Background: an optimization exercise with open tools, aiming at small area, a short achievable clock period and few clock cycles. Do not read the settings as production practice.
Function was checked by simulation only, so behaviour that the tests miss may differ from the original.
Power and IR drop assume default switching activity.

Design thermistor_frame_aggregator, start of the top module:
module thermistor_frame_aggregator #(
  parameter int PACK_COUNT = tfa_pkg::PACK_COUNT_DEF
) (
  input  logic               clk,
  input  logic               rst_n,
  input  logic               start,
  output logic               busy,
  input  tfa_pkg::in_beat_t  in_data,
  output logic               out_strobe,
  output tfa_pkg::out_beat_t out_data,
  input  logic               cfg_valid,
  output logic               cfg_ready,
  input  logic [7:0]         cfg_index,
  input  logic [15:0]        cfg_data
);
  localparam int NH = 12;    
  logic [15:0] stale_r;
  logic [7:0]  module_r;
  assign cfg_ready = 1'b1;
  always_ff @(posedge clk) begin
    if (!rst_n) begin
      stale_r  <= tfa_pkg::STALE_RESET;
      module_r <= tfa_pkg::MODULE_RESET;
    end else if (cfg_valid) begin
      if (cfg_index == 8'd0) stale_r <= cfg_data;
      else if (cfg_index == 8'd1) module_r <= cfg_data[7:0];
    end
  end
  logic        busy_r;
  assign busy = busy_r;
  logic [3:0]  pack, half;
  logic        in_rep, half_ok, wr_rx, wr_lo, dec_w, dec_r;
  ...
Settings: LEC_CHECK=0, ABC_CLOCK_PERIOD_IN_PS=4000, CAP_MARGIN=20, CORE_MARGIN=2, CORE_UTILIZATION=45, PLACE_DENSITY=0.6, SETUP_SLACK_MARGIN=3.5, SLEW_MARGIN=20; clock period 8.0 ns.
run.sh (not shown) runs the stock make flow with config.mk's settings and CLKGATE_MAP_FILE= SYNTH_SCRIPT=/design/flow/synth_recipe.tcl, a recipe that flattens the netlist after the stock synthesis.
Testbench counts at the start, summed over its fixed seeds: cycles 4,942.
Rerun with:
ABC_CLOCK_PERIOD_IN_PS = unset   (was 4000)
SETUP_SLACK_MARGIN = unset   (was 3.5)
What happened: Wire length is lower slightly; utilization is lower by 0.81 points; cell count is lower slightly; worst setup slack gets worse by 0.88 ns; cell area is lower slightly.

========
rev 12:
Another version of the RTL of thermistor_frame_aggregator (not shown whole).
For scale: ~8,600 cells after synthesis, about 2,200 flip-flops, about 200 I/O pins.
Design thermistor_frame_aggregator, start of the top module:
module thermistor_frame_aggregator #(
  parameter int PACK_COUNT = tfa_pkg::PACK_COUNT_DEF
) (
  input  logic               clk,
  input  logic               rst_n,
  input  logic               start,
  output logic               busy,
  input  tfa_pkg::in_beat_t  in_data,
  output logic               out_strobe,
  output tfa_pkg::out_beat_t out_data,
  input  logic               cfg_valid,
  output logic               cfg_ready,
  input  logic [7:0]         cfg_index,
  input  logic [15:0]        cfg_data
);
  localparam int NH = 12;    
  logic [15:0] stale_r;
  logic [7:0]  module_r;
  assign cfg_ready = 1'b1;
  always_ff @(posedge clk) begin
    if (!rst_n) begin
      stale_r  <= tfa_pkg::STALE_RESET;
      module_r <= tfa_pkg::MODULE_RESET;
    end else if (cfg_valid) begin
      if (cfg_index == 8'd0) stale_r <= cfg_data;
      else if (cfg_index == 8'd1) module_r <= cfg_data[7:0];
    end
  end
  logic        busy_r;
  assign busy = busy_r;
  logic [3:0]  pack, half;
  logic        in_rep, half_ok, wr_rx, wr_lo, dec_w, dec_r;
  logic [15:0] dec_nhim1;
  logic [16:0] dec_g;
  assign pack    = in_data.frame_id[7:4];
  assign half    = in_data.frame_id[3:0];
  assign in_rep  = (in_data.mode == tfa_pkg::MODE_REPORT);
  assign half_ok = (half == 4'd1) || (half == 4'd2);
  assign wr_rx   = (in_data.mode == tfa_pkg::MODE_RX) && !in_data.frame_extended
                   && (in_data.frame_length >= tfa_pkg::MIN_LENGTH)
                   && (pack >= 4'd2) && ({28'd0, pack} <= PACK_COUNT) && half_ok;
  assign wr_lo   = (in_data.mode == tfa_pkg::MODE_LOCAL) && half_ok;
  assign dec_w   = start && !busy_r && (wr_rx || wr_lo);
  assign dec_r   = start && !busy_r && in_rep;
  assign dec_nhim1 = in_data.now_ms[31:16] - 16'd1;
  assign dec_g     = {1'b0, in_data.now_ms[15:0]} - {1'b0, stale_r};
  logic        p1_w, p1_r;
  logic [3:0]  p1_h;
  logic [47:0] p1_pay;    
  logic [31:0] p1_now;
  always_ff @(posedge clk) begin
    if (!rst_n) begin
      p1_r   <= 1'b0;
      busy_r <= 1'b0;
    end else begin
  ...
Settings: LEC_CHECK=0, CAP_MARGIN=20, CORE_MARGIN=2, CORE_UTILIZATION=55, CTS_CLUSTER_DIAMETER=55, CTS_CLUSTER_SIZE=24, PLACE_DENSITY=0.7, SETUP_SLACK_MARGIN=4.5, SLEW_MARGIN=20; clock period 8.0 ns.
Testbench counts of rev 12, summed over its fixed seeds: cycles 4,958.
The inputs of rev 13 differ from those of rev 12 as listed below.
Settings: PLACE_DENSITY now 0.6, was 0.7; CORE_UTILIZATION now 45, was 55.
==> run notes <==
Rev 13 ended up with sky130_fd_sc_hd__edfxtp_1 as its highest-delay cell along the critical path; rev 12 ended up with sky130_fd_sc_hd__fa_1.
Per the comparison of rev 13 with rev 12, total number of cells along the worst setup path now smaller; count of clock-buffer cells in the layout now larger; total power now larger.
The lower global-route usage of rev 13 and rev 12 is in rev 13.
Summary — worst setup slack, rev 13 relative to rev 12: higher, by 0.0095 ns.

========
## v6
Starting RTL as in the previous note.
clock: 8.0 ns
lec_check: 0
cap_margin: 20
core_margin: 2
core_utilization: 45
cts_cluster_diameter: 55
cts_cluster_size: 24
place_density: 0.6
setup_slack_margin: 4.2
slew_margin: 20
Testbench counts of v6, summed over its fixed seeds: cycles 4,958.
Setup changes, v6 to v7
Settings: CORE_UTILIZATION changed from 45 to 65; SETUP_SLACK_MARGIN changed from 4.2 to 4.5; PLACE_DENSITY changed from 0.6 to 0.8.
Notes after the runs:
- v7 vs v6 — static power due to leakage rose about 0.4%.
- As of v7, cell count had fallen by a few percent compared to v6.
- Compared with v6, v7 shows a met3 wire length that is 12000 um higher.
- Side by side, via count of the first global-routing pass turned out higher in v7 than in v6.
- Final critical delay including setup and external delays, v7 and v6: higher on v6
- Clock share of power, v7 and v6: smaller value in v7
- In v7 relative to v6, final instance area had gone down slightly.
- Going from v6 to v7, the routed wire length on met2 was found to have gone down by about 1.9%.
- Layout clock buffer count (v7 vs. v6) decreases by a few percent

==> static timing again, ports no longer ideal <==
In the flow no input, the clock included, has a driving cell. The finished layouts below were timed again as built, in two steps.
Step 1, drivers: a clkbuf_16 drives clk and a buf_2 each remaining input, both assumed.
Step 2 times the ports against the registers' clock, not the clock port: input delays grow and output delays shrink by t, the midpoint of the rising clock arrivals with the driver on.
Three values: no drivers, after step 1, after step 2; two values: the first two.
| run | t (ns) | slack for setup (ns) | worst setup path after step 2 | latest minus earliest clock arrival (ns) | cell pins on the clock port's net |
|---|---|---|---|---|---|
| the first run of note 1 | 0.945 | 3.462 / 3.462 / 2.923 | input to register | 0.043 / 0.043 | 1 |
| the second run of note 1 | 0.948 | 2.577 / 2.577 / 2.577 | register to register | 0.066 / 0.067 | 1 |
| rev 12 | 0.939 | 4.391 / 4.391 / 3.711 | input to register | 0.050 / 0.050 | 1 |
| rev 13 | 0.948 | 4.401 / 4.401 / 3.650 | input to register | 0.053 / 0.053 | 1 |
| v6 | 0.951 | 4.258 / 4.258 / 3.494 | input to register | 0.041 / 0.041 | 1 |
| v7 | 0.909 | 4.358 / 4.358 / 3.720 | input to register | 0.056 / 0.057 | 1 |
After both steps every run listed still meets setup and hold. For v6, which loses most, drivers alone change the setup slack by 0.000 ns; drivers and shift together by -0.764 ns.
